This design comes from an exercise in tuning for small area, a short achievable clock period and few clock cycles per item on the open sky130 flow, not from production work. The RTL was checked by simulation tests, not by an equivalence proof against the original design. Power figures rest on the tool's default switching activity, not on a simulated workload.

==> config.mk <==
export PLATFORM = sky130hd
export DESIGN_NAME = color_key_corner_search
export DESIGN_NICKNAME = color_key_corner_search
export VERILOG_FILES = /design/flow/design.v
export SDC_FILE = /design/flow/constraint.sdc
export NUM_CORES = 4
export LEC_CHECK = 0
export CAP_MARGIN = 20
export CORE_MARGIN = 2
export CORE_UTILIZATION = 40
export SLEW_MARGIN = 20
==> constraint.sdc <==
create_clock -name core_clock -period 7.5 [get_ports {clk}]
set_input_delay 1.5000 -clock core_clock [delete_from_list [all_inputs] [get_ports {clk}]]
set_output_delay 1.5000 -clock core_clock [all_outputs]
set_load 0.01 [all_outputs]
==> run.sh <==
#!/bin/bash
# synth_recipe.tcl (not shown) runs the flow's synth.tcl, then flattens the netlist and writes it again
# the make line also repeats each setting of config.mk as NAME=value (left out here)
make -C /OpenROAD-flow-scripts/flow DESIGN_CONFIG=/design/flow/config.mk WORK_HOME=/design/flow/orfs CLKGATE_MAP_FILE= SYNTH_SCRIPT=/design/flow/synth_recipe.tcl finish
==> design.v <==
`timescale 1ns / 1ps
`default_nettype none
package ckcs_pkg;
	localparam int unsigned LUMA_W    = 8;
	localparam int unsigned CHROMA_W  = 8;
	localparam int unsigned ROW_W     = 9;
	localparam int unsigned COL_W     = 10;
	localparam int unsigned THR_W     = 10;
	localparam int unsigned KEY_W     = 24;
	localparam int unsigned CFG_IDX_W = 3;
	localparam int unsigned CFG_DAT_W = 24;
	localparam int unsigned IN_BITS    = 4 * LUMA_W + ROW_W + COL_W;
	localparam int unsigned IN_TDATA_W = ((IN_BITS + 7) / 8) * 8;
	localparam int unsigned OUT_BITS    = 2 * (ROW_W + COL_W);
	localparam int unsigned OUT_TDATA_W = ((OUT_BITS + 7) / 8) * 8;
	typedef enum logic [CFG_IDX_W-1:0] {
		CFG_LEFT_X      = 3'd0,
		CFG_LEFT_Y      = 3'd1,
		CFG_RIGHT_X     = 3'd2,
		CFG_RIGHT_Y     = 3'd3,
		CFG_LEFT_KEY    = 3'd4,
		CFG_RIGHT_KEY   = 3'd5,
		CFG_THRESHOLD   = 3'd6
	} cfg_index_t;
	localparam logic [KEY_W-1:0] KEY_RESET = 24'hFF8080;
	localparam logic [THR_W-1:0] THR_RESET = 10'd15;
	typedef struct packed {
		logic             frame_end;
		logic [COL_W-1:0] pair_column;
		logic [ROW_W-1:0] pixel_row;
		logic [7:0]       chroma_red;
		logic [7:0]       luma_second;
		logic [7:0]       chroma_blue;
		logic [7:0]       luma_first;
	} pixel_pair_t;
	typedef struct packed {
		logic [ROW_W-1:0] row;
		logic [COL_W-1:0] col;
	} corner_t;
	function automatic logic [7:0] abs_diff(input logic [7:0] a, input logic [7:0] b);
		abs_diff = (a > b) ? (a - b) : (b - a);
	endfunction
	function automatic logic [THR_W-1:0] color_dist(input logic [7:0] y, input logic [7:0] u,
			input logic [7:0] v, input logic [KEY_W-1:0] key);
		color_dist = THR_W'(abs_diff(key[23:16], y)) + THR_W'(abs_diff(key[15:8], u))
			+ THR_W'(abs_diff(key[7:0], v));
	endfunction
endpackage
`default_nettype wire
`timescale 1ns / 1ps
`default_nettype none
module color_key_corner_search #(
	parameter int unsigned FRAME_WIDTH  = 640,
	parameter int unsigned FRAME_HEIGHT = 480,
	parameter int unsigned RADIUS       = 25
) (
	input  wire logic                                clk,
	input  wire logic                                arst_n,
	input  wire logic                                s_axis_tvalid,
	output logic                                     s_axis_tready,
	input  wire logic [ckcs_pkg::IN_TDATA_W-1:0]     s_axis_tdata,
	input  wire logic                                s_axis_tlast,
	output logic                                     m_axis_tvalid,
	input  wire logic                                m_axis_tready,
	output logic [ckcs_pkg::OUT_TDATA_W-1:0]         m_axis_tdata,
	input  wire logic                                cfg_wen,
	input  wire logic [ckcs_pkg::CFG_IDX_W-1:0]      cfg_addr,
	input  wire logic [ckcs_pkg::CFG_DAT_W-1:0]      cfg_wdata
);
	localparam logic [10:0] RAD    = 11'(RADIUS);
	localparam logic [10:0] FW_LIM = 11'(FRAME_WIDTH);
	localparam logic [10:0] FH_LIM = 11'(FRAME_HEIGHT);
	logic [ckcs_pkg::COL_W-1:0] left_x_q, right_x_q;
	logic [ckcs_pkg::ROW_W-1:0] left_y_q, right_y_q;
	logic [ckcs_pkg::KEY_W-1:0] left_key_q, right_key_q;
	logic [ckcs_pkg::THR_W-1:0] thr_q;
	logic             valid_s1;
	ckcs_pkg::pixel_pair_t      item_s1;
	logic             left_fresh_q, right_fresh_q;
	ckcs_pkg::corner_t          left_best_q, right_best_q;
	logic             out_valid_q;
	ckcs_pkg::corner_t          out_left_q, out_right_q;
	logic [10:0] l_sx, l_ex, l_sy, l_ey, r_sx, r_ex, r_sy, r_ey;
	logic [10:0] l_cx, l_cy, r_cx, r_cy;
	ckcs_pkg::corner_t     left_init, right_init, left_cur, right_cur, left_next, right_next;
	logic [ckcs_pkg::COL_W-1:0] col0, col1;
	logic [10:0]      row_w, col0_w, col1_w;
	logic             l_in, r_in;
	logic [ckcs_pkg::THR_W-1:0] l_d0, l_d1, r_d0, r_d1;
	logic             l_m0, l_m1, r_m0, r_m1;
	logic             l_upd, r_upd;
	logic             go_s1, cfg_hit;
	always_comb begin
		l_cx = 11'(left_x_q);
		l_cy = 11'(left_y_q);
		r_cx = 11'(right_x_q);
		r_cy = 11'(right_y_q);
		l_sx = (l_cx > RAD) ? ((l_cx - RAD) & ~11'd1) : 11'd0;
		l_sy = (l_cy > RAD) ? ((l_cy - RAD) & ~11'd1) : 11'd0;
		r_sx = (r_cx > RAD) ? ((r_cx - RAD) & ~11'd1) : 11'd0;
		r_sy = (r_cy > RAD) ? ((r_cy - RAD) & ~11'd1) : 11'd0;
		l_ex = (l_cx + RAD <= FW_LIM) ? (l_cx + RAD) : FW_LIM;
		l_ey = (l_cy + RAD <= FH_LIM) ? (l_cy + RAD) : FH_LIM;
		r_ex = (r_cx + RAD <= FW_LIM) ? (r_cx + RAD) : FW_LIM;
		r_ey = (r_cy + RAD <= FH_LIM) ? (r_cy + RAD) : FH_LIM;
		left_init.col  = ckcs_pkg::COL_W'(l_ex - 11'd1);
		left_init.row  = ckcs_pkg::ROW_W'(l_sy);
		right_init.col = ckcs_pkg::COL_W'(r_sx);
		right_init.row = ckcs_pkg::ROW_W'(r_sy);
		left_cur  = left_fresh_q  ? left_init  : left_best_q;
		right_cur = right_fresh_q ? right_init : right_best_q;
	end
	always_comb begin
		col0   = {item_s1.pair_column[ckcs_pkg::COL_W-1:1], 1'b0};
		col1   = {item_s1.pair_column[ckcs_pkg::COL_W-1:1], 1'b1};
		row_w  = 11'(item_s1.pixel_row);
		col0_w = 11'(col0);
		col1_w = 11'(col1);
		l_in = (row_w >= l_sy) && (row_w < l_ey) && (col0_w >= l_sx) && (col0_w < l_ex);
		r_in = (row_w >= r_sy) && (row_w < r_ey) && (col0_w >= r_sx) && (col0_w < r_ex);
		l_d0 = ckcs_pkg::color_dist(item_s1.luma_first,  item_s1.chroma_blue, item_s1.chroma_red, left_key_q);
		l_d1 = ckcs_pkg::color_dist(item_s1.luma_second, item_s1.chroma_blue, item_s1.chroma_red, left_key_q);
		r_d0 = ckcs_pkg::color_dist(item_s1.luma_first,  item_s1.chroma_blue, item_s1.chroma_red, right_key_q);
		r_d1 = ckcs_pkg::color_dist(item_s1.luma_second, item_s1.chroma_blue, item_s1.chroma_red, right_key_q);
		l_m0 = l_d0 < thr_q;
		l_m1 = l_d1 < thr_q;
		r_m0 = r_d0 < thr_q;
		r_m1 = r_d1 < thr_q;
		left_next = left_cur;
		l_upd     = 1'b0;
		if (l_in && l_m0) begin
			if (row_w + 11'(left_cur.col) > 11'(left_cur.row) + col0_w) begin
				l_upd         = 1'b1;
				left_next.col = col0;
				left_next.row = item_s1.pixel_row;
			end
		end else if (l_in && l_m1) begin
			if (row_w + 11'(left_cur.col) > 11'(left_cur.row) + col1_w) begin
				l_upd         = 1'b1;
				left_next.col = col1;
				left_next.row = item_s1.pixel_row;
			end
		end
		right_next = right_cur;
		r_upd      = 1'b0;
		if (r_in && r_m1) begin
			if (row_w + col1_w > 11'(right_cur.row) + 11'(right_cur.col)) begin
				r_upd          = 1'b1;
				right_next.col = col1;
				right_next.row = item_s1.pixel_row;
			end
		end else if (r_in && r_m0) begin
			if (row_w + col0_w > 11'(right_cur.row) + 11'(right_cur.col)) begin
				r_upd          = 1'b1;
				right_next.col = col0;
				right_next.row = item_s1.pixel_row;
			end
		end
	end
	assign go_s1         = valid_s1 && (!item_s1.frame_end || !out_valid_q || m_axis_tready);
	assign s_axis_tready = !valid_s1 || go_s1;
	assign cfg_hit       = cfg_wen && (cfg_addr <= ckcs_pkg::CFG_THRESHOLD);
	always_ff @(posedge clk or negedge arst_n) begin
		if (!arst_n) begin
			left_x_q    <= '0;
			left_y_q    <= '0;
			right_x_q   <= '0;
			right_y_q   <= '0;
			left_key_q  <= ckcs_pkg::KEY_RESET;
			right_key_q <= ckcs_pkg::KEY_RESET;
			thr_q       <= ckcs_pkg::THR_RESET;
		end else if (cfg_wen) begin
			case (cfg_addr)
				ckcs_pkg::CFG_LEFT_X:    left_x_q    <= cfg_wdata[ckcs_pkg::COL_W-1:0];
				ckcs_pkg::CFG_LEFT_Y:    left_y_q    <= cfg_wdata[ckcs_pkg::ROW_W-1:0];
				ckcs_pkg::CFG_RIGHT_X:   right_x_q   <= cfg_wdata[ckcs_pkg::COL_W-1:0];
				ckcs_pkg::CFG_RIGHT_Y:   right_y_q   <= cfg_wdata[ckcs_pkg::ROW_W-1:0];
				ckcs_pkg::CFG_LEFT_KEY:  left_key_q  <= cfg_wdata[ckcs_pkg::KEY_W-1:0];
				ckcs_pkg::CFG_RIGHT_KEY: right_key_q <= cfg_wdata[ckcs_pkg::KEY_W-1:0];
				ckcs_pkg::CFG_THRESHOLD: thr_q       <= cfg_wdata[ckcs_pkg::THR_W-1:0];
				default: ;
			endcase
		end
	end
	always_ff @(posedge clk or negedge arst_n) begin
		if (!arst_n) begin
			valid_s1      <= 1'b0;
			left_fresh_q  <= 1'b1;
			right_fresh_q <= 1'b1;
			out_valid_q   <= 1'b0;
		end else begin
			if (s_axis_tready) begin
				valid_s1 <= s_axis_tvalid;
			end
			if (cfg_hit || (go_s1 && item_s1.frame_end)) begin
				left_fresh_q  <= 1'b1;
				right_fresh_q <= 1'b1;
			end else if (go_s1) begin
				if (l_upd) begin
					left_fresh_q <= 1'b0;
				end
				if (r_upd) begin
					right_fresh_q <= 1'b0;
				end
			end
			if (go_s1 && item_s1.frame_end) begin
				out_valid_q <= 1'b1;
			end else if (m_axis_tready) begin
				out_valid_q <= 1'b0;
			end
		end
	end
	always_ff @(posedge clk) begin
		if (s_axis_tready && s_axis_tvalid) begin
			item_s1.luma_first  <= s_axis_tdata[7:0];
			item_s1.chroma_blue <= s_axis_tdata[15:8];
			item_s1.luma_second <= s_axis_tdata[23:16];
			item_s1.chroma_red  <= s_axis_tdata[31:24];
			item_s1.pixel_row   <= s_axis_tdata[32 +: ckcs_pkg::ROW_W];
			item_s1.pair_column <= s_axis_tdata[32 + ckcs_pkg::ROW_W +: ckcs_pkg::COL_W];
			item_s1.frame_end   <= s_axis_tlast;
		end
		if (go_s1 && l_upd) begin
			left_best_q <= left_next;
		end
		if (go_s1 && r_upd) begin
			right_best_q <= right_next;
		end
		if (go_s1 && item_s1.frame_end) begin
			out_left_q  <= left_next;
			out_right_q <= right_next;
		end
	end
	assign m_axis_tvalid = out_valid_q;
	assign m_axis_tdata  = ckcs_pkg::OUT_TDATA_W'({out_right_q.row, out_right_q.col,
		out_left_q.row, out_left_q.col});
endmodule
`default_nettype wire
==> notes.md <==
state kept, by name (all words and copies together) (netlist names), 9 cells and up:
name and count:
left_best_q 19, left_x_q 10, right_y_q 9, out_left_q 19, right_x_q 10, right_key_q 24, out_right_q 19, item_s1 51
thr_q 10, right_best_q 19, left_y_q 9, left_key_q 24
metal layers:
| layer | wire [um] | GRT usage (%) |
|---|---|---|
| met3 | 2530 | 2.31 |
| met1 | 27900 | 27.9 |
| met2 | 29200 | 37.0 |
| met4 | 1670 | 5.50 |
| met5 | 11 | 0 |
stage by stage:
stage | hold slack, ps | setup WS, ps | utilization, % | instance area [um^2] | power, mW
floorplan | 479 | 514 | - | 22400 | 8.84
global placement | 490 | 282 | 44.4 | 24500 | 10.8
detailed placement | 495 | 221 | 44.4 | 24500 | 11.1
CTS | 508 | 177 | 46.2 | 25500 | 12.6
global route | 528 | 16.2 | 46.3 | 25500 | 14.0
finish | 505 | 356 | 46.3 | 25500 | 12.6
final cells by class:
class | count | area share [%]
Clock buffer | 35 | 3.05
Clock inverter | 19 | 0.857
Sequential cell | 227 | 24.9
Tap cell | 748 | 3.66
Timing Repair Buffer | 161 | 6.11
Inverter | 204 | 3.00
Multi-Input combinational cell | 1792 | 58.5
cell families (layout without fill, tap and decap cells):
family                   Yosys count  in the layout  share of synthesized area (%)
buffers and inverters            284            419                           5.20
flip-flops                       227            227                           28.4
AND/OR/NAND/NOR                  477            477                           10.6
multiplexers                     176            176                           8.82
XOR/XNOR                         160            160                           6.26
AO/OA/AOI/OAI                    576            576                           16.4
adder cells (fa/ha/maj)          401            401                           24.3
other                              1              2                         0.0168
critical path, delay by kind of cell, from the launching register on:
| kind | cells | cell delay (ps) |
|---|---|---|
| XOR/XNOR | 2 | 460 |
| flip-flops | 1 | 390 |
| AO/OA/AOI/OAI | 12 | 2530 |
| adder cells (fa/ha/maj) | 5 | 1680 |
| multiplexers | 2 | 470 |
| AND/OR/NAND/NOR | 4 | 1020 |
| buffers and inverters | 3 | 330 |
timing repair:
action / 4_1_cts / 5_1_grt
buffers inserted: 0 / 2
resized for setup: 0 / 12
hold endpoints to repair: 0 / 0
endpoints found under the setup margin: 0 / 110
how the worst max path moves through the flow:
stage	end	slack [ps]	cells past startpoint	start
final	out_right_q[9]	360	28	right_key_q[8]
after global routing	right_best_q[16]	20	26	item_s1[17]
after CTS	out_left_q[1]	180	32	item_s1[8]
after detailed placement	out_left_q[1]	220	32	item_s1[8]
after global placement	out_left_q[1]	280	32	item_s1[8]
after floorplan	left_best_q[0]	510	33	left_x_q[0]
cells in the mapped netlist, types with 20 or more instances:
master | instances | share of area (%)
edfxtp_1 | 127 | 17
dfstp_2 | 26 | 3.1
o21ai_0 | 127 | 2.8
a21oi_1 | 163 | 3.6
nand4_1 | 26 | 0.73
o21bai_1 | 35 | 1.2
nand3_1 | 44 | 0.98
inv_1 | 204 | 3.4
o21a_1 | 32 | 1.1
nor2_1 | 80 | 1.3
clkbuf_1 | 55 | 0.92
mux2i_1 | 60 | 2.7
a31oi_1 | 20 | 0.56
a21o_1 | 73 | 2.4
ha_1 | 340 | 19
nand2_1 | 153 | 2.6
dfrtp_1 | 74 | 8.3
fa_1 | 58 | 5.2
nand2b_1 | 31 | 0.87
nor3_1 | 33 | 0.74
xor2_1 | 63 | 2.5
mux2_2 | 98 | 4.9
nor2b_1 | 38 | 1.1
xnor2_1 | 97 | 3.8
report_power, final:
part	switching [mW]	internal, mW	leakage, nW	total, mW
clock network	0.588	0.881	0.493	1.47
registers	0.250	1.62	2.37	1.87
logic	4.98	4.28	8.44	9.26
total	5.81	6.79	11.3	12.6
==> summary.md <==
| Metric | Value |
|---|---|
| Outcome | no timing/DRC/antenna violations |
| Number of global-route vias before repair | roughly 17000 |
| HP Class | register to register |
| WHS Endpoint | thr_q[7] |
| Final period utilization | between 90% and 100% |
| Post-synthesis cell area | between 20000 and 25000 um^2 |
| Clock-pin slew of the registers on the worst-case setup and hold paths | ~60 ps |
| Final wirelength | ~61 mm |
| Share of layout cells above drive strength 1 | between 10% and 20% |
| Post-cts hold buffer count | 0 |
| Worst EP arrival | about 7500 ps |
| Ant. Diodes | 0 |
| Antenna-violating nets left | 0 |
| Final Wtd Congestion | 0.898 |
| Core area | 55200 um^2 |
| WL per Instance | roughly 19 um |
| # DRC | 0 |
| Synth Register Bits | between 200 and 250 |
| 1st-pass router iterations | 6 |
| Worst-Skew Late Latency | 590 ps |
| Die Width | 241 um |
| Clk_skew | about 17 ps |
| Async S/R FF share, synth | around 44% |
| Storage cell area | between 6000 and 7000 um^2 |
| # port buffers | between 100 and 150 |
| GRT overflow | 0 |
| Hold Startpoint | thr_q[7] |
| Initial Util | between 40 and 50% |
| # H-tree levels | 1 |
| Post-synth top flop | edfxtp_1 |
| Initial antenna violation count | 1 |
| CTS tree | done |
| RSZ-0062 raised after global routing | false |
| Avg Vias per Cell | around 5.5 |
| Sum Neg Setup Slack | 0 ps |
| First-pass GRT wire length | between 90 and 100 mm |
| Nets@finish | 2902 |
| Most frequent cells in the layout | ha_1, inv_1, a21oi_1 |
| Max VDD drop | ~0.00047 V |
| Fmax | ~140 MHz |
| # setup viols final | 0 |
| Number of synthesized flops with an enable pin | around 130 |
| CP endpoint kind | register |
| Std cell rows | 86 |
| Final slew viol count | 0 |
| Area grow syn2layout | 14.1% |
| Largest net degree at the start of global routing | between 60 and 70 |
| HPWL Detailed | ~48 mm |
| Slew headroom | between 40% and 50% |
| Crit-path max FO | 11 |
| Count of different cell masters after synthesis | 84 |
| Reg-to-Reg End | out_right_q[9] |
| Slew @ Worst Pin | just over 800 ps |
| Detailed Route Iter0 Violations | 1130 |
| Seq/Total Area, Yosys | between 20% and 30% |
| Global Route Usage Sum | 21.2% |
| # fillers | around 5000 |
| Mean Syn Cell Area | a little under 10 um^2 |
| Area of the multi-input gates | roughly 15000 um^2 |
| R2R setup slack | 360 ps |
| Max Root-Sink Buffers | 3 |
| Most common cell after layout, fill and taps aside | ha_1 |
| Critical Path RT | 7830 ps |
| Instance count of the mapped netlist | between 2000 and 2500 |
| Nature of the critical path startpoint | register |
| Crit Path Class | register to register |
| YS warnings | 1 |
| CTS Buf Count | 29 |
| Die area | slightly below 60000 um^2 |
| Final hold violations | 0 |
| Die Span Y | roughly 240 um |
| Worst reg2reg path depth | 28 |
| Crit-path slowest cell | or4bb_2 |
| R2R Path Start | right_key_q[8] |
| CTS root buf | clkbuf_16 |
| Slowest stage delay, CP | between 700 and 800 ps |
| Vias | 17479 |
| Max_cap viols | 0 |
| Min Tclk post-route | slightly above 7000 ps |
| Leak Pwr | 11.3 nW |
| Fin cells | ~3200 |
| Cells after DPL | 3130 |
| Hold path depth | 1 |
| # IOs | ~130 |
| CTS Sinks | around 230 |
| Cell Pwr Density | 493 nW/um^2 |
Testbench counts, summed over its fixed seeds: cycles 2,457,616, items 2,457,600.

[what the ideal ports hide]
No port has a modelled driver above. Below, the same layout with a new extraction and two added sets of constraints.
Step 1: set_driving_cell puts a clkbuf_16 on clk and a buf_2 on each other input, an assumption about the parent block.
Step 2 times the ports against the registers' clock, not the clock port: input delays grow and output delays shrink by t, the midpoint of the rising clock arrivals with the driver on.
a / b / c = ideal ports / drivers / drivers and shift; a / b = the first two.
t (ns): 0.639
setup WS [ns]: 0.356 / 0.356 / 0.356
hold WS [ns]: 0.505 / 0.505 / 0.505
cell pins on the clock port's net: 1
After both steps this run still meets setup and hold. For this run, drivers alone change the setup slack by 0.000 ns; drivers and shift together by 0.000 ns.
